Source: an optimization exercise on an open RTL-to-GDS flow (aim: small area, a short achievable clock period and few clock cycles per item). Production flows keep margins and buffers that such runs may drop. Function was checked by simulation only, so behaviour that the tests miss may differ from the original. No activity file was given, so power comes from the tool's default toggle rates.

==> flow/design.v <==
package sle_pkg;
  localparam int CAPACITY = 16;
  localparam int DATA_W   = 32;
  localparam int CNT_W    = $clog2(CAPACITY + 1);
  localparam int IDX_W    = $clog2(CAPACITY);
  localparam int POS_W    = 5;
  localparam int ACT_W    = 2;
  localparam int OUT_W    = 80;
  localparam logic [ACT_W-1:0] ACT_INSERT = 2'd0;
  localparam logic [ACT_W-1:0] ACT_REMOVE = 2'd1;
  localparam logic [ACT_W-1:0] ACT_SEARCH = 2'd2;
  localparam logic [ACT_W-1:0] ACT_CLEAR  = 2'd3;
endpackage
module sle_cell (
  input  logic                       clk_i,
  input  logic                       sel_keep_i,
  input  logic                       sel_left_i,
  input  logic                       sel_right_i,
  input  logic                       sel_key_i,
  input  logic [sle_pkg::DATA_W-1:0] key_i,
  input  logic [sle_pkg::DATA_W-1:0] left_val_i,
  input  logic [sle_pkg::DATA_W-1:0] right_val_i,
  output logic [sle_pkg::DATA_W-1:0] val_o
);
  logic [sle_pkg::DATA_W-1:0] val_q;
  always_ff @(posedge clk_i) begin
    val_q <= ({sle_pkg::DATA_W{sel_keep_i}}  & val_q)
           | ({sle_pkg::DATA_W{sel_left_i}}  & left_val_i)
           | ({sle_pkg::DATA_W{sel_right_i}} & right_val_i)
           | ({sle_pkg::DATA_W{sel_key_i}}   & key_i);
  end
  assign val_o = val_q;
endmodule
module sle_result (
  input  logic                              clk_i,
  input  logic                              rst_ni,
  input  logic                              s_axis_tvalid_i,
  output logic                              s_axis_tready_o,
  input  logic [sle_pkg::DATA_W-1:0]        s_axis_tdata_i,
  input  logic [sle_pkg::ACT_W-1:0]         s_axis_tuser_i,
  input  logic                              take_i,      
  output logic                              op_valid_o,
  output logic [sle_pkg::DATA_W-1:0]        op_val_o,
  output logic [sle_pkg::ACT_W-1:0]         op_act_o
);
  localparam int DATA_W = sle_pkg::DATA_W;
  localparam int ACT_W  = sle_pkg::ACT_W;
  logic              ir_v, sk_v;
  logic [DATA_W-1:0] ir_val, sk_val;
  logic [ACT_W-1:0]  ir_act, sk_act;
  logic              acc, ir_free;
  assign s_axis_tready_o = !sk_v;
  assign acc             = s_axis_tvalid_i && !sk_v;
  assign ir_free         = !ir_v || take_i;
  always_ff @(posedge clk_i or negedge rst_ni) begin
    if (!rst_ni) begin
      ir_v <= 1'b0;
      sk_v <= 1'b0;
    end else begin
      if (ir_free) begin
        ir_v <= sk_v || acc;
        sk_v <= 1'b0;
      end else if (acc) begin
        sk_v <= 1'b1;
      end
    end
  end
  always_ff @(posedge clk_i) begin
    if (ir_free) begin
      ir_val <= sk_v ? sk_val : s_axis_tdata_i;
      ir_act <= sk_v ? sk_act : s_axis_tuser_i;
    end
    if (!sk_v) begin
      sk_val <= s_axis_tdata_i;
      sk_act <= s_axis_tuser_i;
    end
  end
  assign op_valid_o = ir_v;
  assign op_val_o   = ir_val;
  assign op_act_o   = ir_act;
endmodule
module sorted_list_engine (
  input  logic        clk_i,
  input  logic        rst_ni,
  input  logic        s_axis_tvalid_i,
  output logic        s_axis_tready_o,
  input  logic [31:0] s_axis_tdata_i,    
  input  logic [1:0]  s_axis_tuser_i,    
  output logic        m_axis_tvalid_o,
  input  logic        m_axis_tready_i,
  output logic [79:0] m_axis_tdata_o     
);
  localparam int CAPACITY = sle_pkg::CAPACITY;
  localparam int DATA_W   = sle_pkg::DATA_W;
  localparam int CNT_W    = sle_pkg::CNT_W;
  logic                       a_v;
  logic [DATA_W-1:0]          a_key;
  logic [1:0]                 a_act;
  logic [CAPACITY:0]          c_lt, c_eq;       
  logic                       kk_lt, kk_eq;     
  logic [CAPACITY-1:0]        n_lt, n_eq;       
  logic                       b_v;
  logic [DATA_W-1:0]          b_key;
  logic [1:0]                 b_act;
  logic [CAPACITY-1:0]        b_lt;             
  logic                       b_found;          
  logic                       go, load_b;
  logic                       res_v;
  logic [CNT_W-1:0]           count_q, count_d;
  logic [4:0]                 pos_q, pos_d;
  logic                       err_q, err_d;
  logic [DATA_W-1:0]          last_q, last_d, prev_val;
  logic                       full, empty_q, found, ins, rem, clr, all_lt, hit_last;
  logic [CAPACITY-1:0]        valid, is_last, is_prev, hit, left_lt, at_b;
  logic [CAPACITY*DATA_W-1:0] vals;    
  assign go     = b_v && (!res_v || m_axis_tready_i);
  assign load_b = !b_v || go;
  sle_result u_in (
    .clk_i           (clk_i),
    .rst_ni          (rst_ni),
    .s_axis_tvalid_i (s_axis_tvalid_i),
    .s_axis_tready_o (s_axis_tready_o),
    .s_axis_tdata_i  (s_axis_tdata_i),
    .s_axis_tuser_i  (s_axis_tuser_i),
    .take_i          (load_b),
    .op_valid_o      (a_v),
    .op_val_o        (a_key),
    .op_act_o        (a_act)
  );
  assign full = count_q[CNT_W-1];
  always_comb begin
    for (int i = 0; i < CAPACITY; i++) begin
      valid[i]   = (CNT_W'(i) < count_q);
      is_last[i] = (count_q == CNT_W'(i + 1));
      is_prev[i] = (count_q == CNT_W'(i + 2));
      left_lt[i] = (i == 0) ? 1'b1 : b_lt[(i == 0) ? 0 : i - 1];
      hit[i]     = b_found && !b_lt[i] && left_lt[i];
      at_b[i]    = !b_lt[i] && left_lt[i];    
    end
  end
  assign found    = b_found;
  assign all_lt   = &(b_lt | ~valid);
  assign hit_last = |(hit & is_last);
  assign ins      = (b_act == sle_pkg::ACT_INSERT) && !full;
  assign rem      = (b_act == sle_pkg::ACT_REMOVE) && found;
  assign clr      = (b_act == sle_pkg::ACT_CLEAR);
  always_comb begin
    prev_val = '0;
    for (int i = 0; i < CAPACITY; i++) begin
      prev_val = prev_val | ({DATA_W{is_prev[i]}} & vals[i*DATA_W +: DATA_W]);
    end
  end
  for (genvar g = 0; g < CAPACITY; g++) begin : g_cell
    logic shift;
    assign shift = go && !b_lt[g];
    sle_cell u_cell (
      .clk_i       (clk_i),
      .sel_keep_i  (!(shift && (ins || rem))),
      .sel_left_i  (shift && ins && !left_lt[g]),
      .sel_right_i (shift && rem),
      .sel_key_i   (shift && ins && left_lt[g]),
      .key_i       (b_key),
      .left_val_i  (vals[((g == 0) ? 0 : g - 1)*DATA_W +: DATA_W]),
      .right_val_i (vals[((g == CAPACITY - 1) ? g : g + 1)*DATA_W +: DATA_W]),
      .val_o       (vals[g*DATA_W +: DATA_W])
    );
  end
  always_comb begin
    count_d = count_q;
    pos_d   = 5'd0;
    err_d   = 1'b0;
    last_d  = empty_q ? '0 : last_q;
    case (b_act)
      sle_pkg::ACT_INSERT: begin
        if (full) begin
          err_d = 1'b1;
        end else begin
          count_d = count_q + CNT_W'(1);
          if (all_lt) last_d = b_key;
        end
      end
      sle_pkg::ACT_REMOVE: begin
        if (found) begin
          count_d = count_q - CNT_W'(1);
          if (hit_last) last_d = prev_val;
        end else begin
          err_d = 1'b1;
        end
      end
      sle_pkg::ACT_SEARCH: begin
        for (int i = 0; i < CAPACITY; i++) begin
          pos_d = pos_d | (hit[i] ? 5'(i + 1) : 5'd0);
        end
      end
      default: begin
        count_d = '0;
        last_d  = '0;
      end
    endcase
  end
  always_comb begin
    for (int i = 0; i < CAPACITY; i++) begin
      c_lt[i] = valid[i] && ($signed(vals[i*DATA_W +: DATA_W]) < $signed(a_key));
      c_eq[i] = valid[i] && (vals[i*DATA_W +: DATA_W] == a_key);
    end
    c_lt[CAPACITY] = 1'b0;
    c_eq[CAPACITY] = 1'b0;
  end
  assign kk_lt = ($signed(b_key) < $signed(a_key));
  assign kk_eq = (b_key == a_key);
  always_comb begin
    for (int i = 0; i < CAPACITY; i++) begin
      n_lt[i] = c_lt[i];
      n_eq[i] = c_eq[i];
      if (go && clr) begin
        n_lt[i] = 1'b0;
        n_eq[i] = 1'b0;
      end else if (go && ins && !b_lt[i]) begin
        n_lt[i] = at_b[i] ? kk_lt : c_lt[(i == 0) ? 0 : i - 1];
        n_eq[i] = at_b[i] ? kk_eq : c_eq[(i == 0) ? 0 : i - 1];
      end else if (go && rem && !b_lt[i]) begin
        n_lt[i] = c_lt[i + 1];
        n_eq[i] = c_eq[i + 1];
      end
    end
  end
  always_ff @(posedge clk_i or negedge rst_ni) begin
    if (!rst_ni) begin
      b_v     <= 1'b0;
      res_v   <= 1'b0;
      count_q <= '0;
      empty_q <= 1'b1;
    end else begin
      if (load_b) begin
        b_v <= a_v;
      end
      if (go) begin
        res_v   <= 1'b1;
        count_q <= count_d;
        empty_q <= (count_d == '0);
      end else if (m_axis_tready_i) begin
        res_v   <= 1'b0;
      end
    end
  end
  always_ff @(posedge clk_i) begin
    if (load_b) begin
      b_key <= a_key;
      b_act <= a_act;
      b_lt    <= n_lt;
      b_found <= |n_eq;
    end
    if (go) begin
      pos_q  <= pos_d;
      err_q  <= err_d;
      last_q <= last_d;
    end
  end
  assign m_axis_tvalid_o = res_v;
  assign m_axis_tdata_o  = {4'b0, err_q, empty_q, last_q,
                            empty_q ? {DATA_W{1'b0}} : vals[0 +: DATA_W],
                            count_q, pos_q};
endmodule
Settings: LEC_CHECK=0, CAP_MARGIN=20, CORE_MARGIN=2, CORE_UTILIZATION=30, CTS_CLUSTER_DIAMETER=50, CTS_CLUSTER_SIZE=20, SETUP_SLACK_MARGIN=5, SLEW_MARGIN=20; clock period 9.0 ns.
standard.sh (not shown) runs the stock make flow with config.mk's settings and CLKGATE_MAP_FILE= SYNTH_SCRIPT=/design/flow/synth_recipe.tcl, a recipe that flattens the netlist after the stock synthesis.
==> flow/flow/run.sh <==
#!/bin/bash
# The standard layout (standard.sh) with one change: the buffers that
# buffer_ports puts on every input and output port are buf_2 cells instead
# of the delay buffers the resizer picks by default. Every port still gets
# its own buffer; synthesis, SDC, clock period and all other steps are
# the standard flow's own. Full tool output goes to standard.log here and to ORFS's logs.
set -uo pipefail
bash standard.sh "BUFFER_PORTS_ARGS=-buffer_cell sky130_fd_sc_hd__buf_2" finish > standard.log 2>&1
The baseline went through all stages and came out clean.
Testbench counts at the start, summed over its fixed seeds: cycles 24,024, items 24,000.
Then changed:
==> flow/run.sh (new file) <==
#!/bin/bash
# synth_recipe.tcl (not shown) runs the flow's synth.tcl, then flattens the netlist and writes it again
# the make line also repeats each setting of config.mk as NAME=value (left out here)
make -C /OpenROAD-flow-scripts/flow DESIGN_CONFIG=/design/flow/config.mk WORK_HOME=/design/flow/orfs CLKGATE_MAP_FILE= SYNTH_SCRIPT=/design/flow/synth_recipe.tcl finish
- CTS_CLUSTER_DIAMETER: 50 -> not set
- CTS_CLUSTER_SIZE: 20 -> not set
removed: flow/flow/run.sh
removed: flow/standard.sh
Design area hardly moves.
Power fell by a few percent.
Cell count fell slightly.
Setup slack got worse by 0.024 ns.
Non-clock buffer count fell by 5.
Wire length fell slightly.

[what the ideal ports hide]
No port has a modelled driver above. Below, the same layouts with a new extraction and two added sets of constraints.
Step 1, drivers: a clkbuf_16 drives clk_i and a buf_2 each remaining input, both assumed.
Step 2 adds t to the input delays and takes it off the output delays; t is the mean of the earliest and latest rising clock arrival at the registers after step 1. Input paths then give back, and output paths get back, about the clock's delay inside the block.
Slacks: ideal ports / drivers / drivers and shift; pairs: ideal ports / drivers.
run	t (ns)	slack for setup (ns)	cell pins on the clock port's net
the first run	0.792	4.874 / 4.874 / 4.267	1
the second run	0.779	4.850 / 4.850 / 4.282	1
After both steps setup and hold are still met in every run listed. For the first run, which loses most, drivers alone change the setup slack by 0.000 ns; drivers and shift together by -0.607 ns.
